Context: an optimization exercise on an open-source flow, tuned for small area and a short achievable clock period. The choices shown serve that exercise and are no tape-out recipe. At most, simulation tests tie the RTL to the original design; equivalence was not proved. Power is estimated from default activity; no workload was simulated.

==> 07-16 <==
## wildcard_byte_pattern_search
module wildcard_byte_pattern_search (
   input  wire logic          clock,
   input  wire logic          reset,
   input  wire logic          req_valid,
   output logic               req_ready,
   input  wire logic [7:0]    req_data_byte,
   input  wire logic          req_last_byte,
   output logic               rsp_valid,
   input  wire logic          rsp_ready,
   output logic               rsp_found,
   output logic [63:0]        rsp_match_address,
   input  wire logic          psel,
   input  wire logic          penable,
   input  wire logic          pwrite,
   input  wire logic [5:0]    paddr,
   input  wire logic [63:0]   pwdata,
   output logic      [63:0]   prdata,
   output logic               pready
);
export LEC_CHECK = 0
export CAP_MARGIN = 20
export CORE_MARGIN = 2
export CORE_UTILIZATION = 40
export CTS_BUF_LIST = sky130_fd_sc_hd__clkbuf_8
export CTS_CLUSTER_DIAMETER = 50
export CTS_CLUSTER_SIZE = 20
export PLACE_DENSITY = 0.6
export SETUP_SLACK_MARGIN = 3.0
export SLEW_MARGIN = 20
export SYNTH_HIERARCHICAL = 1
export SYNTH_MINIMUM_KEEP_SIZE = 0
create_clock -name core_clock -period 7.2 [get_ports {clock}]
standard.sh (not shown) runs the stock make flow with config.mk's settings and CLKGATE_MAP_FILE= SYNTH_SCRIPT=/design/flow/synth_recipe.tcl, a recipe that flattens the netlist after the stock synthesis.
==> flow/flow/run.sh <==
#!/bin/bash
# The standard layout (standard.sh), with two placement and clock-tree choices:
# the port buffers that placement inserts are sky130_fd_sc_hd__buf_1, and the
# clock tree is built without dummy loads. make's output goes to standard.log;
# each ORFS step keeps its own log under orfs/logs.
set -euo pipefail
export BUFFER_PORTS_ARGS="-buffer_cell sky130_fd_sc_hd__buf_1"
export CTS_ARGS="-sink_clustering_enable -repair_clock_nets -sink_clustering_size 20 -sink_clustering_max_diameter 50 -buf_list sky130_fd_sc_hd__clkbuf_8 -dont_use_dummy_load"
bash standard.sh > standard.log 2>&1
==> 04-24 (differences from 07-16) <==
--- a/flow/design.v
+++ b/flow/design.v
@@ -6,36 +6,44 @@
    input  wire logic          penable,
    input  wire logic          pwrite,
    input  wire logic [5:0]    paddr,
    input  wire logic [63:0]   pwdata,
    output logic      [63:0]   prdata,
    output logic               pready,
-   output logic [127:0]       pattern_n,
-   output logic [15:0]        wildcard_mask_n,
-   output logic [4:0]         pattern_length_n,
-   output logic [63:0]        region_base_n,
+   output logic [127:0]       pattern,
+   output logic [15:0]        wildcard_mask,
+   output logic [4:0]         pattern_length,
+   output logic [63:0]        region_base,
    output logic [5:0]         region_base_hi_ones
 );
    localparam int OFFSET_BITS = 32;    
+   logic [63:0] pattern_low_ff, pattern_high_ff, region_base_ff;
+   logic [15:0] wildcard_mask_ff;
+   logic [4:0]  pattern_length_ff;
    logic [63:0] pattern_low_n_ff, pattern_high_n_ff, region_base_n_ff;
    logic [15:0] wildcard_mask_n_ff;
    logic [4:0]  pattern_length_n_ff;
-   logic [5:0]  base_hi_ones_ff, base_hi_ones_in;
+   logic [63:0] wdata_n;
    logic [2:0]  index;
    logic        write_strobe;
    logic [63:0] wdata;
-   logic [63:0] wdata_n;
+   logic [5:0]  base_hi_ones_ff, base_hi_ones_in;
    assign index = paddr[5:3];
    assign write_strobe = psel && penable && pwrite;
    assign wdata = reset ? 64'd0 : pwdata;
    assign wdata_n = ~wdata;
+   assign pattern_low_ff = ~pattern_low_n_ff;
+   assign pattern_high_ff = ~pattern_high_n_ff;
+   assign region_base_ff = ~region_base_n_ff;
+   assign wildcard_mask_ff = ~wildcard_mask_n_ff;
+   assign pattern_length_ff = ~pattern_length_n_ff;
    assign pready = 1'b1;
-   assign pattern_n = {pattern_high_n_ff, pattern_low_n_ff};
-   assign wildcard_mask_n = wildcard_mask_n_ff;
-   assign pattern_length_n = pattern_length_n_ff;
-   assign region_base_n = region_base_n_ff;
+   assign pattern = {pattern_high_ff, pattern_low_ff};
+   assign wildcard_mask = wildcard_mask_ff;
+   assign pattern_length = pattern_length_ff;
+   assign region_base = region_base_ff;
    assign region_base_hi_ones = base_hi_ones_ff;
    always_comb begin
       base_hi_ones_in = 6'(64 - OFFSET_BITS);
       for (int k = 63 - OFFSET_BITS; k >= 0; k--) begin
          if (!wdata[OFFSET_BITS + k]) base_hi_ones_in = 6'(k);
       end
@@ -47,49 +55,39 @@
       if (reset || (write_strobe && index == 3'd3)) pattern_length_n_ff <= wdata_n[4:0];
       if (reset || (write_strobe && index == 3'd4)) begin
          region_base_n_ff <= wdata_n;
          base_hi_ones_ff <= base_hi_ones_in;
       end
    end
-   for (genvar s = 0; s < 8; s++) begin : g_read
-      wbps_rdata #(.LO(8 * s)) u_rdata (
-         .index            (index),
-         .pattern_low_n    (pattern_low_n_ff[8 * s +: 8]),
-         .pattern_high_n   (pattern_high_n_ff[8 * s +: 8]),
-         .wildcard_mask_n  (wildcard_mask_n_ff[(s < 2 ? 8 * s : 0) +: 8]),
-         .pattern_length_n (pattern_length_n_ff),
-         .region_base_n    (region_base_n_ff[8 * s +: 8]),
-         .prdata           (prdata[8 * s +: 8])
-      );
-   end
-endmodule
-`default_nettype wire
-`default_nettype none
-module wbps_rdata #(
-   parameter int LO = 0
-) (
+   wbps_rdata u_rdata (
+      .index          (index),
+      .pattern_low    (pattern_low_ff),
+      .pattern_high   (pattern_high_ff),
+      .wildcard_mask  (wildcard_mask_ff),
+      .pattern_length (pattern_length_ff),
+      .region_base    (region_base_ff),
+      .prdata         (prdata)
+   );
+endmodule
+`default_nettype wire
+`default_nettype none
+module wbps_rdata (
    input  wire logic [2:0]    index,
-   input  wire logic [7:0]    pattern_low_n,
-   input  wire logic [7:0]    pattern_high_n,
-   input  wire logic [7:0]    wildcard_mask_n,
-   input  wire logic [4:0]    pattern_length_n,
-   input  wire logic [7:0]    region_base_n,
-   output logic      [7:0]    prdata
-);
-   always_comb begin
-      for (int i = 0; i < 8; i++) begin
-         case (index)
-            3'd0:    prdata[i] = !pattern_low_n[i];
-            3'd1:    prdata[i] = !pattern_high_n[i];
-            3'd2:    prdata[i] = (LO + i < 16) ? !wildcard_mask_n[i] : 1'b0;
-            3'd3:    prdata[i] = (LO + i < 5) ? !pattern_length_n[i % 5] : 1'b0;
-            3'd4:    prdata[i] = !region_base_n[i];
-            default: prdata[i] = 1'b0;
-         endcase
-      end
-   end
+   input  wire logic [63:0]   pattern_low,
+   input  wire logic [63:0]   pattern_high,
+   input  wire logic [15:0]   wildcard_mask,
+   input  wire logic [4:0]    pattern_length,
+   input  wire logic [63:0]   region_base,
+   output logic      [63:0]   prdata
+);
+   logic [63:0] pair0, pair1, low4, high4;
+   assign pair0 = index[0] ? pattern_high : pattern_low;
+   assign pair1 = index[0] ? {59'd0, pattern_length} : {48'd0, wildcard_mask};
+   assign low4 = index[1] ? pair1 : pair0;
+   assign high4 = (index[1] || index[0]) ? 64'd0 : region_base;
+   assign prdata = index[2] ? high4 : low4;
 endmodule
 `default_nettype wire
 `default_nettype none
 module wbps_match (
    input  wire logic [7:0]   data,
    input  wire logic [127:0] pattern,
@@ -104,32 +102,28 @@
 endmodule
 `default_nettype wire
 `default_nettype none
 module wbps_core (
    input  wire logic          clock,
    input  wire logic          reset,
-   input  wire logic [127:0]  pattern_n,          
-   input  wire logic [15:0]   wildcard_mask_n,
-   input  wire logic [4:0]    pattern_length_n,
-   input  wire logic [63:0]   region_base_n,
+   input  wire logic [127:0]  pattern,
+   input  wire logic [15:0]   wildcard_mask,
+   input  wire logic [4:0]    pattern_length,
+   input  wire logic [63:0]   region_base,
    input  wire logic [5:0]    region_base_hi_ones,
    input  wire logic          req_valid,
    output logic               req_ready,
    input  wire logic [7:0]    req_data_byte,
    input  wire logic          req_last_byte,
    output logic               rsp_valid,
    input  wire logic          rsp_ready,
    output logic               rsp_found,
    output logic [63:0]        rsp_match_address
 );
    localparam int OFFSET_BITS = 32;    
    localparam int W = OFFSET_BITS;
-   logic [127:0] pattern;
-   logic [15:0] wildcard_mask;
-   logic [4:0]  pattern_length;
-   logic [63:0] region_base;
    logic        in_valid_ff;
    logic [7:0]  in_byte_ff;
    logic        in_last_ff;
    logic        first_ff;       
    logic        done_ff;        
    logic [4:0]  count_ff;       
@@ -151,16 +145,12 @@
    logic [W-1:0] stop_carry_out;
    logic        stop;
    logic        inc;
    logic [W:0]  addr_cur;
    logic [W:0]  addr_ones;
    logic [63-W:0] base_ones;
-   assign pattern = ~pattern_n;
-   assign wildcard_mask = ~wildcard_mask_n;
-   assign pattern_length = ~pattern_length_n;
-   assign region_base = ~region_base_n;
    assign advance = !out_valid_ff || rsp_ready;
    assign step = in_valid_ff && advance;
    assign req_ready = !in_valid_ff || advance;
    assign length = (pattern_length > 5'd16) ? 5'd16 : pattern_length;
    always_comb begin
       for (int l = 0; l <= 16; l++) begin
@@ -246,40 +236,40 @@
    input  wire logic          pwrite,
    input  wire logic [5:0]    paddr,
    input  wire logic [63:0]   pwdata,
    output logic      [63:0]   prdata,
    output logic               pready
 );
-   logic [127:0] pattern_n;
-   logic [15:0]  wildcard_mask_n;
-   logic [4:0]   pattern_length_n;
-   logic [63:0]  region_base_n;
+   logic [127:0] pattern;
+   logic [15:0]  wildcard_mask;
+   logic [4:0]   pattern_length;
+   logic [63:0]  region_base;
    logic [5:0]   region_base_hi_ones;
    wbps_regs u_regs (
       .clock          (clock),
       .reset          (reset),
       .psel           (psel),
       .penable        (penable),
       .pwrite         (pwrite),
       .paddr          (paddr),
       .pwdata         (pwdata),
       .prdata         (prdata),
       .pready         (pready),
-      .pattern_n        (pattern_n),
-      .wildcard_mask_n  (wildcard_mask_n),
-      .pattern_length_n (pattern_length_n),
-      .region_base_n    (region_base_n),
+      .pattern        (pattern),
+      .wildcard_mask  (wildcard_mask),
+      .pattern_length (pattern_length),
+      .region_base    (region_base),
       .region_base_hi_ones (region_base_hi_ones)
    );
    wbps_core u_core (
       .clock             (clock),
       .reset             (reset),
-      .pattern_n         (pattern_n),
-      .wildcard_mask_n   (wildcard_mask_n),
-      .pattern_length_n  (pattern_length_n),
-      .region_base_n     (region_base_n),
+      .pattern           (pattern),
+      .wildcard_mask     (wildcard_mask),
+      .pattern_length    (pattern_length),
+      .region_base       (region_base),
       .region_base_hi_ones (region_base_hi_ones),
       .req_valid         (req_valid),
       .req_ready         (req_ready),
       .req_data_byte     (req_data_byte),
       .req_last_byte     (req_last_byte),
       .rsp_valid         (rsp_valid),
- CAP_MARGIN: 20 -> 5
- SETUP_SLACK_MARGIN: 3.0 -> 3.2
- SLEW_MARGIN: 20 -> 5
- SYNTH_HIERARCHICAL: 1 -> not set
- SYNTH_MINIMUM_KEEP_SIZE: 0 -> not set
- TNS_END_PERCENT: not set -> 20
==> comparison table <==
Run status: 04-24 complete, no violations; 07-16 complete, no violations
Non-clock buffer count: 04-24 278; 07-16 264
Post-layout worst setup margin: 04-24 3.202 ns; 07-16 2.982 ns
Routability congestion estimate: 04-24 0.9347; 07-16 0.8803
Final Core Density: 04-24 46.92%; 07-16 45.55%
Multi-input combinational cell area: 04-24 7318 um2; 07-16 7679 um2
Number of global-route vias before repair: 04-24 12020; 07-16 12110
Sw Ratio: 04-24 29.50%; 07-16 29.37%
Sequential Area: 04-24 8559 um2; 07-16 8562 um2
Area of the core region: 04-24 40010 um2; 07-16 42980 um2
Sequential share of the synthesized area: 04-24 52.44%; 07-16 49.27%
Share of the synthesized area in compound gates (AO/OA/AOI/OAI): 04-24 8.319%; 07-16 9.321%
Total standard cell area after synthesis: 04-24 16320 um2; 07-16 17370 um2
Worst r2r src: 04-24 u_core.in_byte_ff[3]; 07-16 u_core.in_byte_ff[6]
Wire length on met1: 04-24 20610 um; 07-16 21820 um
Total power draw: 04-24 0.003770 W; 07-16 0.003896 W
Sum of met3 wire segment lengths after detailed routing: 04-24 3255 um; 07-16 3432 um
Xor/xnor cell area share of the yosys netlist: 04-24 12.13%; 07-16 11.30%
Data arrival at the endpoint of the critical path: 04-24 2.56 ns; 07-16 2.78 ns
Simple-gate share of the synthesized area: 04-24 15.28%; 07-16 14.81%
Global-route track usage on met2: 04-24 38.81%; 07-16 36.60%
Routed WL per cell: 04-24 22.55 um; 07-16 21.55 um
For 07-16, only the layout was checked, not whether the RTL still works.

port drivers added, routing unchanged:
No port has a modelled driver above. Below, the same layouts with a new extraction and two added sets of constraints. Step 1, drivers: a clkbuf_16 drives clock and a buf_2 each remaining input, both assumed. Step 2 adds t to the input delays and takes it off the output delays; t is the mean of the earliest and latest rising clock arrival at the registers after step 1. Input paths then give back, and output paths get back, about the clock's delay inside the block. Slacks: ideal ports / drivers / drivers and shift; pairs: ideal ports / drivers.
run | t (ns) | slack for setup (ns) | clock arrival spread, ns | pins driven straight from the clock port
07-16 | 0.591 | 2.982 / 2.902 / 2.902 | 0.062 / 0.061 | 1
04-24 | 0.629 | 3.202 / 3.081 / 3.081 | 0.099 / 0.099 | 1
After both steps every run listed still meets setup and hold. The setup slack of 04-24, which loses most, moves by -0.121 ns with the drivers and by -0.121 ns with both steps.
